This is an optimization exercise on Yosys and OpenROAD, whose aim is small area, a short achievable clock period and few clock cycles, not a production implementation.
Function was checked by simulation only, so behaviour that the tests miss may differ from the original.
No activity file was given, so power comes from the tool's default toggle rates.

==> run C <==
==> flow/design.v <==
package mul_div_unit_pkg;
  localparam logic [3:0] MDU_NONE  = 4'h0;
  localparam logic [3:0] MDU_MULT  = 4'h1;
  localparam logic [3:0] MDU_MULTU = 4'h2;
  localparam logic [3:0] MDU_DIV   = 4'h3;
  localparam logic [3:0] MDU_DIVU  = 4'h4;
  localparam logic [3:0] MDU_MFHI  = 4'h5;
  localparam logic [3:0] MDU_MFLO  = 4'h6;
  localparam logic [3:0] MDU_MTHI  = 4'h7;
  localparam logic [3:0] MDU_MTLO  = 4'h8;
  typedef enum logic [0:0] {StIdle, StRun} mdu_state_e;
endpackage
import mul_div_unit_pkg::*;
module mdu_add34
(
  input  logic [33:0] a,
  input  logic [33:0] b,
  input  logic        ci,
  output logic [33:0] s
);
  logic [34:0] c;
  assign c[0] = ci;
  for (genvar i = 0; i < 34; i++) begin : g_fa
    assign s[i]   = a[i] ^ b[i] ^ c[i];
    assign c[i+1] = (a[i] & b[i]) | (a[i] & c[i]) | (b[i] & c[i]);
  end
endmodule
module mdu_step
(
  input  logic        div,
  input  logic [32:0] x,
  input  logic [32:0] b,
  input  logic        lo0,
  output logic [32:0] x_n,
  output logic        q
);
  logic        xe;
  logic [33:0] s, r;
  logic        sel;
  assign xe = ~div & x[32];
  mdu_add34 u_add (
    .a  ({xe, x}),
    .b  ({b[32], b}),
    .ci (1'b0),
    .s  (s)
  );
  assign sel = div ? ~s[33] : lo0;
  assign r   = sel ? s : {xe, x};
  assign x_n = div ? {r[31:0], lo0} : r[33:1];
  assign q   = div ? sel : r[0];
endmodule
module mdu_mstep
(
  input  logic [32:0] x,
  input  logic [32:0] b,
  input  logic        lo0,
  output logic [32:0] x_n,
  output logic        q
);
  logic [33:0] s;
  mdu_add34 u_add (
    .a  ({x[32], x}),
    .b  ({b[32], b} & {34{lo0}}),
    .ci (1'b0),
    .s  (s)
  );
  assign x_n = s[33:1];
  assign q   = s[0];
endmodule
module mdu_neg #(parameter int unsigned W = 32)
(
  input  logic         neg,
  input  logic [W-1:0] x,
  output logic [W-1:0] y
);
  logic [W:0] m;
  assign m[0] = 1'b0;
  for (genvar i = 0; i < W; i++) begin : g_bit
    assign y[i]   = x[i] ^ m[i];
    assign m[i+1] = m[i] | (neg & x[i]);
  end
endmodule
import mul_div_unit_pkg::*;
module mul_div_unit
(
  input  logic        clk,
  input  logic        reset,
  input  logic        start,
  input  logic        cancel,
  input  logic [3:0]  op,
  input  logic [31:0] rs_data,
  input  logic [31:0] rt_data,
  output logic        busy,
  output logic [31:0] read_data
);
  logic        run_q, fix_q, div_q, short_q, negq_q, negr_q;
  logic [3:0]  cnt_q;
  logic [32:0] hx_q, b_q;
  logic [31:0] lo_q;
  logic go, is_mul, is_div, sgn, an, dn, rs_s16, rt_s16, rs_s12, rt_s12, swap, mshort, m12;
  logic short12_q;
  logic d18, d3;
  logic negp, negq;
  logic [32:0] p_in, p, q_in, q;
  logic [31:0] lo_rev, p_rev, p_rev16, p_rev1;
  assign busy = run_q | fix_q;
  assign go   = start & ~cancel & ~busy;
  assign is_mul = (op == MDU_MULT) || (op == MDU_MULTU);
  assign is_div = (op == MDU_DIV)  || (op == MDU_DIVU);
  assign sgn    = (op == MDU_MULT) || (op == MDU_DIV);
  assign an     = sgn & rs_data[31];
  assign dn     = sgn & rt_data[31];
  function automatic logic a_lt(input logic [31:0] v, input logic n, input int m);
    logic all1, all0;
    all1 = 1'b1;
    all0 = 1'b1;
    for (int i = 31; i >= 0; i--) begin
      if (i >= m - 1) all1 = all1 & v[i];
      if (i >= m)     all0 = all0 & ~v[i];
    end
    a_lt = n ? all1 : all0;
  endfunction
  function automatic logic a_ge(input logic [31:0] v, input logic n, input int m);
    logic all1, any1;
    all1 = 1'b1;
    any1 = 1'b0;
    for (int i = 31; i >= 0; i--) begin
      if (i >= m) begin
        all1 = all1 & v[i];
        any1 = any1 | v[i];
      end
    end
    a_ge = n ? ~all1 : any1;
  endfunction
  assign rs_s16 = a_lt(rs_data, an, 16);
  assign rt_s16 = a_lt(rt_data, dn, 16);
  assign rs_s12 = a_lt(rs_data, an, 12);
  assign rt_s12 = a_lt(rt_data, dn, 12);
  assign swap   = is_mul & ((~rs_s16 & rt_s16) | (~rs_s12 & rt_s12));
  assign mshort = rs_s16 | rt_s16;
  assign m12    = rs_s12 | rt_s12;
  assign d18 = a_ge(rt_data, dn, 14) | a_lt(rs_data, an, 17);
  assign d3  = a_ge(rt_data, dn, 29) | (a_lt(rs_data, an, 16) & a_ge(rt_data, dn, 13)) |
               (a_lt(rs_data, an, 13) & a_ge(rt_data, dn, 10)) |
               (a_lt(rs_data, an, 8) & a_ge(rt_data, dn, 5));
  always_comb begin
    for (int i = 0; i < 32; i++) begin
      lo_rev[i] = lo_q[31-i];
      p_rev[i]  = p[31-i];
      p_rev16[i] = (i <= 16) ? p[16-i] : 1'b0;
      p_rev1[i]  = (i <= 1)  ? p[1-i]  : 1'b0;
    end
  end
  assign negp = fix_q ? negq_q : (swap ? dn : an);
  assign negq = fix_q ? negr_q : (is_mul ? (swap ? dn : an) : ~dn);
  logic sel_f, sel_s, sel_n;
  assign sel_f = fix_q;
  assign sel_s = ~fix_q & swap;
  assign sel_n = ~fix_q & ~swap;
  assign p_in = ({33{sel_f}} & {1'b0, lo_rev}) | ({33{sel_s}} & {dn, rt_data}) |
                ({33{sel_n}} & {an, rs_data});
  assign q_in = ({33{sel_f}} & {1'b0, hx_q[32:1]}) | ({33{sel_s}} & {an, rs_data}) |
                ({33{sel_n}} & {dn, rt_data});
  mdu_neg #(.W(33)) u_negp (.neg(negp), .x(p_in), .y(p));
  mdu_neg #(.W(33)) u_negq (.neg(negq), .x(q_in), .y(q));
  logic [32:0] xm, x0, x1, x2, x3;
  logic        qm, q0, q1, q2;
  logic [31:0] lm, l0, l1, l2, l3;
  mdu_mstep u_sm (.x(hx_q), .b(b_q), .lo0(lo_q[0]), .x_n(xm), .q(qm));
  assign lm = {qm, lo_q[31:1]};
  assign x0 = ({33{div_q}} & hx_q) | ({33{~div_q}} & xm);
  assign l0 = ({32{div_q}} & lo_q) | ({32{~div_q}} & lm);
  mdu_step  u_s0 (.div(div_q), .x(x0), .b(b_q), .lo0(l0[0]), .x_n(x1), .q(q0));
  assign l1 = {q0, l0[31:1]};
  mdu_step  u_s1 (.div(div_q), .x(x1), .b(b_q), .lo0(l1[0]), .x_n(x2), .q(q1));
  assign l2 = {q1, l1[31:1]};
  mdu_step  u_s2 (.div(div_q), .x(x2), .b(b_q), .lo0(l2[0]), .x_n(x3), .q(q2));
  assign l3 = {q2, l2[31:1]};
  logic st_end, st_sh, ld_mul, ld_div, ld_d3, ld_d18, ld_dfull, ld_mthi, ld_mtlo;
  assign st_end   = run_q & (cnt_q == 4'd0);
  assign st_sh    = st_end & short_q & ~short12_q & ~div_q;
  logic st_sh12;
  assign st_sh12  = st_end & short12_q & ~div_q;
  assign ld_mul   = ~busy & go & is_mul;
  assign ld_div   = ~busy & go & is_div & (rt_data != 32'd0);
  assign ld_d3    = ld_div & d3;
  assign ld_d18   = ld_div & ~d3 & d18;
  assign ld_dfull = ld_div & ~d3 & ~d18;
  assign ld_mthi  = ~busy & go & (op == MDU_MTHI);
  assign ld_mtlo  = ~busy & go & (op == MDU_MTLO);
  logic        hx_we, lo_we;
  logic [32:0] hx_d;
  logic [31:0] lo_d;
  assign hx_we = ~reset | run_q | fix_q | ld_mul | ld_div | ld_mthi;
  assign lo_we = ~reset | run_q | fix_q | ld_mul | ld_div | ld_mtlo;
  assign hx_d  = ({33{reset & run_q & ~st_sh & ~st_sh12}} & x3) |
                 ({33{reset & st_sh12}}        & {{20{x3[32]}}, x3[32:20]}) |
                 ({33{reset & st_sh}}          & {{16{x3[32]}}, x3[32:16]}) |
                 ({33{reset & fix_q}}          & {1'b0, q[31:0]}) |
                 ({33{reset & ld_mthi}}        & {hx_q[32], p[31:0]}) |
                 ({33{reset & ld_d3}}          & {3'd0, p[31:2]}) |
                 ({33{reset & ld_d18}}         & {18'd0, p[31:17]});
  assign lo_d  = ({32{reset & run_q & ~st_sh & ~st_sh12}} & l3) |
                 ({32{reset & st_sh12}}        & {x3[19:0], l3[31:20]}) |
                 ({32{reset & st_sh}}          & {x3[15:0], l3[31:16]}) |
                 ({32{reset & (fix_q | ld_mul | ld_mtlo)}} & p[31:0]) |
                 ({32{reset & ld_d3}}          & p_rev1) |
                 ({32{reset & ld_d18}}         & p_rev16) |
                 ({32{reset & ld_dfull}}       & p_rev);
  always_ff @(posedge clk) begin
    if (hx_we) hx_q <= hx_d;
    if (lo_we) lo_q <= lo_d;
  end
  always_ff @(posedge clk) begin
    if (!reset) begin
      run_q   <= 1'b0;
      fix_q   <= 1'b0;
      div_q   <= 1'b0;
      short_q <= 1'b0;
      short12_q <= 1'b0;
      negq_q  <= 1'b0;
      negr_q  <= 1'b0;
      cnt_q   <= '0;
    end else if (run_q) begin
      cnt_q <= cnt_q - 4'd1;
      if (cnt_q == 4'd0) begin
        run_q <= 1'b0;
        fix_q <= div_q;
      end
    end else if (fix_q) begin
      fix_q <= 1'b0;
    end else if (ld_mul) begin
      run_q   <= 1'b1;
      div_q   <= 1'b0;
      short_q <= mshort;
      short12_q <= m12;
      cnt_q   <= m12 ? 4'd2 : mshort ? 4'd3 : 4'd7;
    end else if (ld_div) begin
      run_q   <= 1'b1;
      div_q   <= 1'b1;
      negq_q  <= an ^ dn;
      negr_q  <= an;
      cnt_q   <= d3 ? 4'd0 : d18 ? 4'd5 : 4'd10;
    end
  end
  always_ff @(posedge clk) begin
    if (!busy) b_q <= q;
  end
  assign read_data[15:0]  = op[0] ? hx_q[15:0]  : lo_q[15:0];
  assign read_data[31:16] = op[1] ? lo_q[31:16] : hx_q[31:16];
endmodule
==> flow/flow/run.sh <==
#!/bin/bash
# The standard layout, except that the port buffers it inserts use the
# smallest plain buffer (sky130_fd_sc_hd__buf_1) instead of the default
# delay buffer. Everything else, synthesis included, is the standard flow.
set -euo pipefail
bash standard.sh "BUFFER_PORTS_ARGS=-buffer_cell sky130_fd_sc_hd__buf_1" finish > standard_flow.log 2>&1
==> flow/standard.sh <==
#!/bin/bash
# synth_recipe.tcl (not shown) runs the flow's synth.tcl, then flattens the netlist and writes it again
# the make line also repeats each setting of config.mk as NAME=value (left out here)
make -C /OpenROAD-flow-scripts/flow DESIGN_CONFIG=/design/flow/config.mk WORK_HOME=/design/flow/orfs CLKGATE_MAP_FILE= SYNTH_SCRIPT=/design/flow/synth_recipe.tcl "${@:-finish}"
==> flow/config.mk <==
export PLATFORM = sky130hd
export DESIGN_NAME = mul_div_unit
export DESIGN_NICKNAME = mul_div_unit
export VERILOG_FILES = /design/flow/design.v
export SDC_FILE = /design/flow/constraint.sdc
export NUM_CORES = 4
export LEC_CHECK = 0
export ABC_AREA = 1
export CAP_MARGIN = 20
export CORE_MARGIN = 2
export CORE_UTILIZATION = 40
export SLEW_MARGIN = 20
==> flow/constraint.sdc <==
create_clock -name core_clock -period 125.0 [get_ports {clk}]
set_input_delay 25.0000 -clock core_clock [delete_from_list [all_inputs] [get_ports {clk}]]
set_output_delay 25.0000 -clock core_clock [all_outputs]
set_load 0.01 [all_outputs]
==> inputs of run A, as changes to run C <==
--- a/flow/design.v
+++ b/flow/design.v
@@ -98,10 +98,9 @@
   logic [32:0] hx_q, b_q;
   logic [31:0] lo_q;
-  logic go, is_mul, is_div, sgn, an, dn, rs_s16, rt_s16, rs_s12, rt_s12, swap, mshort, m12;
-  logic short12_q;
-  logic d18, d3;
+  logic go, is_mul, is_div, sgn, an, dn, rs_s16, rt_s16, swap, mshort;
+  logic d18, d9, d3;
   logic negp, negq;
   logic [32:0] p_in, p, q_in, q;
-  logic [31:0] lo_rev, p_rev, p_rev16, p_rev1;
+  logic [31:0] lo_rev, p_rev, p_rev16, p_rev7, p_rev1;
   assign busy = run_q | fix_q;
   assign go   = start & ~cancel & ~busy;
@@ -135,13 +134,9 @@
   assign rs_s16 = a_lt(rs_data, an, 16);
   assign rt_s16 = a_lt(rt_data, dn, 16);
-  assign rs_s12 = a_lt(rs_data, an, 12);
-  assign rt_s12 = a_lt(rt_data, dn, 12);
-  assign swap   = is_mul & ((~rs_s16 & rt_s16) | (~rs_s12 & rt_s12));
+  assign swap   = is_mul & ~rs_s16 & rt_s16;
   assign mshort = rs_s16 | rt_s16;
-  assign m12    = rs_s12 | rt_s12;
   assign d18 = a_ge(rt_data, dn, 14) | a_lt(rs_data, an, 17);
-  assign d3  = a_ge(rt_data, dn, 29) | (a_lt(rs_data, an, 16) & a_ge(rt_data, dn, 13)) |
-               (a_lt(rs_data, an, 13) & a_ge(rt_data, dn, 10)) |
-               (a_lt(rs_data, an, 8) & a_ge(rt_data, dn, 5));
+  assign d9  = a_ge(rt_data, dn, 23) | (a_lt(rs_data, an, 16) & a_ge(rt_data, dn, 7));
+  assign d3  = a_ge(rt_data, dn, 29) | (a_lt(rs_data, an, 16) & a_ge(rt_data, dn, 13));
   always_comb begin
     for (int i = 0; i < 32; i++) begin
@@ -149,4 +144,5 @@
       p_rev[i]  = p[31-i];
       p_rev16[i] = (i <= 16) ? p[16-i] : 1'b0;
+      p_rev7[i]  = (i <= 7)  ? p[7-i]  : 1'b0;
       p_rev1[i]  = (i <= 1)  ? p[1-i]  : 1'b0;
     end
@@ -154,12 +150,6 @@
   assign negp = fix_q ? negq_q : (swap ? dn : an);
   assign negq = fix_q ? negr_q : (is_mul ? (swap ? dn : an) : ~dn);
-  logic sel_f, sel_s, sel_n;
-  assign sel_f = fix_q;
-  assign sel_s = ~fix_q & swap;
-  assign sel_n = ~fix_q & ~swap;
-  assign p_in = ({33{sel_f}} & {1'b0, lo_rev}) | ({33{sel_s}} & {dn, rt_data}) |
-                ({33{sel_n}} & {an, rs_data});
-  assign q_in = ({33{sel_f}} & {1'b0, hx_q[32:1]}) | ({33{sel_s}} & {an, rs_data}) |
-                ({33{sel_n}} & {dn, rt_data});
+  assign p_in = fix_q ? {1'b0, lo_rev} : swap ? {dn, rt_data} : {an, rs_data};
+  assign q_in = fix_q ? {1'b0, hx_q[32:1]} : swap ? {an, rs_data} : {dn, rt_data};
   mdu_neg #(.W(33)) u_negp (.neg(negp), .x(p_in), .y(p));
   mdu_neg #(.W(33)) u_negq (.neg(negq), .x(q_in), .y(q));
@@ -169,6 +159,6 @@
   mdu_mstep u_sm (.x(hx_q), .b(b_q), .lo0(lo_q[0]), .x_n(xm), .q(qm));
   assign lm = {qm, lo_q[31:1]};
-  assign x0 = ({33{div_q}} & hx_q) | ({33{~div_q}} & xm);
-  assign l0 = ({32{div_q}} & lo_q) | ({32{~div_q}} & lm);
+  assign x0 = div_q ? hx_q : xm;
+  assign l0 = div_q ? lo_q : lm;
   mdu_step  u_s0 (.div(div_q), .x(x0), .b(b_q), .lo0(l0[0]), .x_n(x1), .q(q0));
   assign l1 = {q0, l0[31:1]};
@@ -177,39 +167,4 @@
   mdu_step  u_s2 (.div(div_q), .x(x2), .b(b_q), .lo0(l2[0]), .x_n(x3), .q(q2));
   assign l3 = {q2, l2[31:1]};
-  logic st_end, st_sh, ld_mul, ld_div, ld_d3, ld_d18, ld_dfull, ld_mthi, ld_mtlo;
-  assign st_end   = run_q & (cnt_q == 4'd0);
-  assign st_sh    = st_end & short_q & ~short12_q & ~div_q;
-  logic st_sh12;
-  assign st_sh12  = st_end & short12_q & ~div_q;
-  assign ld_mul   = ~busy & go & is_mul;
-  assign ld_div   = ~busy & go & is_div & (rt_data != 32'd0);
-  assign ld_d3    = ld_div & d3;
-  assign ld_d18   = ld_div & ~d3 & d18;
-  assign ld_dfull = ld_div & ~d3 & ~d18;
-  assign ld_mthi  = ~busy & go & (op == MDU_MTHI);
-  assign ld_mtlo  = ~busy & go & (op == MDU_MTLO);
-  logic        hx_we, lo_we;
-  logic [32:0] hx_d;
-  logic [31:0] lo_d;
-  assign hx_we = ~reset | run_q | fix_q | ld_mul | ld_div | ld_mthi;
-  assign lo_we = ~reset | run_q | fix_q | ld_mul | ld_div | ld_mtlo;
-  assign hx_d  = ({33{reset & run_q & ~st_sh & ~st_sh12}} & x3) |
-                 ({33{reset & st_sh12}}        & {{20{x3[32]}}, x3[32:20]}) |
-                 ({33{reset & st_sh}}          & {{16{x3[32]}}, x3[32:16]}) |
-                 ({33{reset & fix_q}}          & {1'b0, q[31:0]}) |
-                 ({33{reset & ld_mthi}}        & {hx_q[32], p[31:0]}) |
-                 ({33{reset & ld_d3}}          & {3'd0, p[31:2]}) |
-                 ({33{reset & ld_d18}}         & {18'd0, p[31:17]});
-  assign lo_d  = ({32{reset & run_q & ~st_sh & ~st_sh12}} & l3) |
-                 ({32{reset & st_sh12}}        & {x3[19:0], l3[31:20]}) |
-                 ({32{reset & st_sh}}          & {x3[15:0], l3[31:16]}) |
-                 ({32{reset & (fix_q | ld_mul | ld_mtlo)}} & p[31:0]) |
-                 ({32{reset & ld_d3}}          & p_rev1) |
-                 ({32{reset & ld_d18}}         & p_rev16) |
-                 ({32{reset & ld_dfull}}       & p_rev);
-  always_ff @(posedge clk) begin
-    if (hx_we) hx_q <= hx_d;
-    if (lo_we) lo_q <= lo_d;
-  end
   always_ff @(posedge clk) begin
     if (!reset) begin
@@ -218,8 +173,9 @@
       div_q   <= 1'b0;
       short_q <= 1'b0;
-      short12_q <= 1'b0;
       negq_q  <= 1'b0;
       negr_q  <= 1'b0;
       cnt_q   <= '0;
+      hx_q    <= '0;
+      lo_q    <= '0;
     end else if (run_q) begin
       cnt_q <= cnt_q - 4'd1;
@@ -228,18 +184,50 @@
         fix_q <= div_q;
       end
+      if (cnt_q == 4'd0 && short_q && !div_q) begin
+        hx_q <= {{16{x3[32]}}, x3[32:16]};
+        lo_q <= {x3[15:0], l3[31:16]};
+      end else begin
+        hx_q <= x3;
+        lo_q <= l3;
+      end
     end else if (fix_q) begin
+      hx_q  <= {1'b0, q[31:0]};
+      lo_q  <= p[31:0];
       fix_q <= 1'b0;
-    end else if (ld_mul) begin
-      run_q   <= 1'b1;
-      div_q   <= 1'b0;
-      short_q <= mshort;
-      short12_q <= m12;
-      cnt_q   <= m12 ? 4'd2 : mshort ? 4'd3 : 4'd7;
-    end else if (ld_div) begin
-      run_q   <= 1'b1;
-      div_q   <= 1'b1;
-      negq_q  <= an ^ dn;
-      negr_q  <= an;
-      cnt_q   <= d3 ? 4'd0 : d18 ? 4'd5 : 4'd10;
+    end else if (go) begin
+      if (is_mul) begin
+        run_q   <= 1'b1;
+        div_q   <= 1'b0;
+        short_q <= mshort;
+        cnt_q   <= mshort ? 4'd3 : 4'd7;
+        hx_q    <= '0;
+        lo_q    <= p[31:0];
+      end else if (is_div && (rt_data != 32'd0)) begin
+        run_q   <= 1'b1;
+        div_q   <= 1'b1;
+        negq_q  <= an ^ dn;
+        negr_q  <= an;
+        if (d3) begin
+          cnt_q <= 4'd0;
+          hx_q  <= {3'd0, p[31:2]};
+          lo_q  <= p_rev1;
+        end else if (d9) begin
+          cnt_q <= 4'd2;
+          hx_q  <= {9'd0, p[31:8]};
+          lo_q  <= p_rev7;
+        end else if (d18) begin
+          cnt_q <= 4'd5;
+          hx_q  <= {18'd0, p[31:17]};
+          lo_q  <= p_rev16;
+        end else begin
+          cnt_q <= 4'd10;
+          hx_q  <= '0;
+          lo_q  <= p_rev;
+        end
+      end else if (op == MDU_MTHI) begin
+        hx_q[31:0] <= p[31:0];
+      end else if (op == MDU_MTLO) begin
+        lo_q <= p[31:0];
+      end
     end
   end
==> inputs of run F, as changes to run C <==
--- a/flow/design.v
+++ b/flow/design.v
@@ -17,8 +17,10 @@
   input  logic [33:0] b,
   input  logic        ci,
-  output logic [33:0] s
+  output logic [33:0] s,
+  output logic        c33       
 );
   logic [34:0] c;
   assign c[0] = ci;
+  assign c33  = c[33];
   for (genvar i = 0; i < 34; i++) begin : g_fa
     assign s[i]   = a[i] ^ b[i] ^ c[i];
@@ -39,11 +41,13 @@
   logic        sel;
   assign xe = ~div & x[32];
+  logic        c33;
   mdu_add34 u_add (
-    .a  ({xe, x}),
-    .b  ({b[32], b}),
-    .ci (1'b0),
-    .s  (s)
+    .a   ({xe, x}),
+    .b   ({b[32], b}),
+    .ci  (1'b0),
+    .s   (s),
+    .c33 (c33)
   );
-  assign sel = div ? ~s[33] : lo0;
+  assign sel = div ? c33 : lo0;
   assign r   = sel ? s : {xe, x};
   assign x_n = div ? {r[31:0], lo0} : r[33:1];
@@ -60,8 +64,9 @@
   logic [33:0] s;
   mdu_add34 u_add (
-    .a  ({x[32], x}),
-    .b  ({b[32], b} & {34{lo0}}),
-    .ci (1'b0),
-    .s  (s)
+    .a   ({x[32], x}),
+    .b   ({b[32], b} & {34{lo0}}),
+    .ci  (1'b0),
+    .s   (s),
+    .c33 ()
   );
   assign x_n = s[33:1];
--- a/flow/config.mk
+++ b/flow/config.mk
@@ -7,6 +7,6 @@
 export LEC_CHECK = 0
 export ABC_AREA = 1
-export CAP_MARGIN = 20
+export CAP_MARGIN = 5
 export CORE_MARGIN = 2
 export CORE_UTILIZATION = 40
-export SLEW_MARGIN = 20
+export SLEW_MARGIN = 5
==> inputs of run K, as changes to run C <==
--- a/flow/design.v
+++ b/flow/design.v
@@ -98,6 +98,5 @@
   logic [32:0] hx_q, b_q;
   logic [31:0] lo_q;
-  logic go, is_mul, is_div, sgn, an, dn, rs_s16, rt_s16, rs_s12, rt_s12, swap, mshort, m12;
-  logic short12_q;
+  logic go, is_mul, is_div, sgn, an, dn, rs_s16, rt_s16, swap, mshort;
   logic d18, d3;
   logic negp, negq;
@@ -135,9 +134,6 @@
   assign rs_s16 = a_lt(rs_data, an, 16);
   assign rt_s16 = a_lt(rt_data, dn, 16);
-  assign rs_s12 = a_lt(rs_data, an, 12);
-  assign rt_s12 = a_lt(rt_data, dn, 12);
-  assign swap   = is_mul & ((~rs_s16 & rt_s16) | (~rs_s12 & rt_s12));
+  assign swap   = is_mul & ~rs_s16 & rt_s16;
   assign mshort = rs_s16 | rt_s16;
-  assign m12    = rs_s12 | rt_s12;
   assign d18 = a_ge(rt_data, dn, 14) | a_lt(rs_data, an, 17);
   assign d3  = a_ge(rt_data, dn, 29) | (a_lt(rs_data, an, 16) & a_ge(rt_data, dn, 13)) |
@@ -179,7 +175,5 @@
   logic st_end, st_sh, ld_mul, ld_div, ld_d3, ld_d18, ld_dfull, ld_mthi, ld_mtlo;
   assign st_end   = run_q & (cnt_q == 4'd0);
-  assign st_sh    = st_end & short_q & ~short12_q & ~div_q;
-  logic st_sh12;
-  assign st_sh12  = st_end & short12_q & ~div_q;
+  assign st_sh    = st_end & short_q & ~div_q;
   assign ld_mul   = ~busy & go & is_mul;
   assign ld_div   = ~busy & go & is_div & (rt_data != 32'd0);
@@ -194,6 +188,5 @@
   assign hx_we = ~reset | run_q | fix_q | ld_mul | ld_div | ld_mthi;
   assign lo_we = ~reset | run_q | fix_q | ld_mul | ld_div | ld_mtlo;
-  assign hx_d  = ({33{reset & run_q & ~st_sh & ~st_sh12}} & x3) |
-                 ({33{reset & st_sh12}}        & {{20{x3[32]}}, x3[32:20]}) |
+  assign hx_d  = ({33{reset & run_q & ~st_sh}} & x3) |
                  ({33{reset & st_sh}}          & {{16{x3[32]}}, x3[32:16]}) |
                  ({33{reset & fix_q}}          & {1'b0, q[31:0]}) |
@@ -201,6 +194,5 @@
                  ({33{reset & ld_d3}}          & {3'd0, p[31:2]}) |
                  ({33{reset & ld_d18}}         & {18'd0, p[31:17]});
-  assign lo_d  = ({32{reset & run_q & ~st_sh & ~st_sh12}} & l3) |
-                 ({32{reset & st_sh12}}        & {x3[19:0], l3[31:20]}) |
+  assign lo_d  = ({32{reset & run_q & ~st_sh}} & l3) |
                  ({32{reset & st_sh}}          & {x3[15:0], l3[31:16]}) |
                  ({32{reset & (fix_q | ld_mul | ld_mtlo)}} & p[31:0]) |
@@ -218,5 +210,4 @@
       div_q   <= 1'b0;
       short_q <= 1'b0;
-      short12_q <= 1'b0;
       negq_q  <= 1'b0;
       negr_q  <= 1'b0;
@@ -234,6 +225,5 @@
       div_q   <= 1'b0;
       short_q <= mshort;
-      short12_q <= m12;
-      cnt_q   <= m12 ? 4'd2 : mshort ? 4'd3 : 4'd7;
+      cnt_q   <= mshort ? 4'd3 : 4'd7;
     end else if (ld_div) begin
       run_q   <= 1'b1;
==> impl.org <==
** Outcome
- Run status :: timing/DRC/antenna clean

** Worst setup path
- Launch instance of the worst register-to-register path :: lo_q[0]
- In this run the worst setup path terminates at read_data[0].

** Layout
- Fin area :: 15,900 µm²

** Power
- The share of total power dissipated in combinational logic is 0.621.
- Power per cell area :: 13.5 nW/µm²

** Synth
- After synthesis the cells add up to 14,800 µm².
- Net count of the mapped netlist :: 2,205

** Route
- Highest metal used :: met4

** STA
- Worst Slack Setup Final :: 74.05 ns
-- figures above: run K

==> impl.org <==
** Power
- Across the VDD grid, the largest voltage drop is 0.00681 mV.
- Dividing total power by cell area gives a power density of 13.4 nW/µm².

** Worst setup path
- Worst Setup EP :: read_data[6]
- Launch instance of the worst register-to-register path :: lo_q[0]

** STA
- Worst Slack Setup Final :: 74.20 ns

** Synth
- The synthesized netlist occupies a cell area of 15,100 µm².

** Outcome
- Run status :: timing/DRC/antenna clean

** Route
- Highest metal used :: met4

** Hold path
- Worst hold path cell count :: 2
-- figures above: run F

==> impl.org <==
** Outcome
- Run status :: timing/DRC/antenna clean

** Synth
- The number of nets in the synthesized netlist is 2,688.
- Distinct cells, synth :: 59
- The cell area that synthesis handed to floorplanning was 15,900 µm².

** Power
- Dividing total power by cell area gives a power density of 9.31 nW/µm².

** STA
- Setup slack on the critical path of the routed design comes to 73.73 ns.

** Layout
- Fin area :: 16,900 µm²

** Worst setup path
- Of all nets on the critical path, the largest fanout is 37.
-- figures above: run A

==> impl.org <==
** Route
- Via density :: 6.12

** Worst setup path
- The startpoint identified for the worst register-to-register timing path is lo_q[0].
- Worst Setup EP :: read_data[14]

** Synth
- After synthesis the cells add up to 15,000 µm².
- The number of nets in the synthesized netlist is 2,246.

** Layout
- After routing the design area is 16,100 µm².

** Power
- Of the total power, combinational logic draws 0.651.
- Power spread over the standard cell area amounts to 14.9 nW/µm².

** Outcome
- Run status :: timing/DRC/antenna clean
-- figures above: run C

Testbench counts of run C, summed over its fixed seeds: cycles 93,892.
Testbench counts of run A, summed over its fixed seeds: cycles 95,313.
Testbench counts of run F, summed over its fixed seeds: cycles 93,892.
Testbench counts of run K, summed over its fixed seeds: cycles 96,176.

## re-timing with driven ports
How much do the figures lean on ideal ports? The routed layouts below were timed once more, with nothing changed but the port constraints. Step 1: set_driving_cell puts a clkbuf_16 on clk and a buf_2 on each other input, an assumption about the parent block. Step 2, shift: input delay + t, output delay - t, t = (earliest + latest rising clock arrival at the registers) / 2. This alone moves slack from input paths to output paths. Slacks: ideal ports / drivers / drivers and shift; pairs: ideal ports / drivers.
run | t (ns) | slack for setup (ns) | worst hold slack (ns) | worst setup path at the end | latest minus earliest clock arrival (ns)
run C | 0.427 | 73.694 / 73.673 / 73.673 | 0.479 / 0.479 / 0.479 | input to output | 0.016 / 0.017
run A | 0.433 | 73.731 / 73.711 / 73.711 | 0.511 / 0.511 / 0.511 | input to output | 0.015 / 0.014
run F | 0.427 | 74.205 / 74.183 / 74.183 | 0.521 / 0.521 / 0.521 | input to output | 0.017 / 0.017
run K | 0.415 | 74.049 / 74.028 / 74.028 | 0.484 / 0.484 / 0.484 | input to output | 0.013 / 0.014
After both steps setup and hold are still met in every run listed. For run F, which loses most, drivers alone change the setup slack by -0.022 ns; drivers and shift together by -0.022 ns.
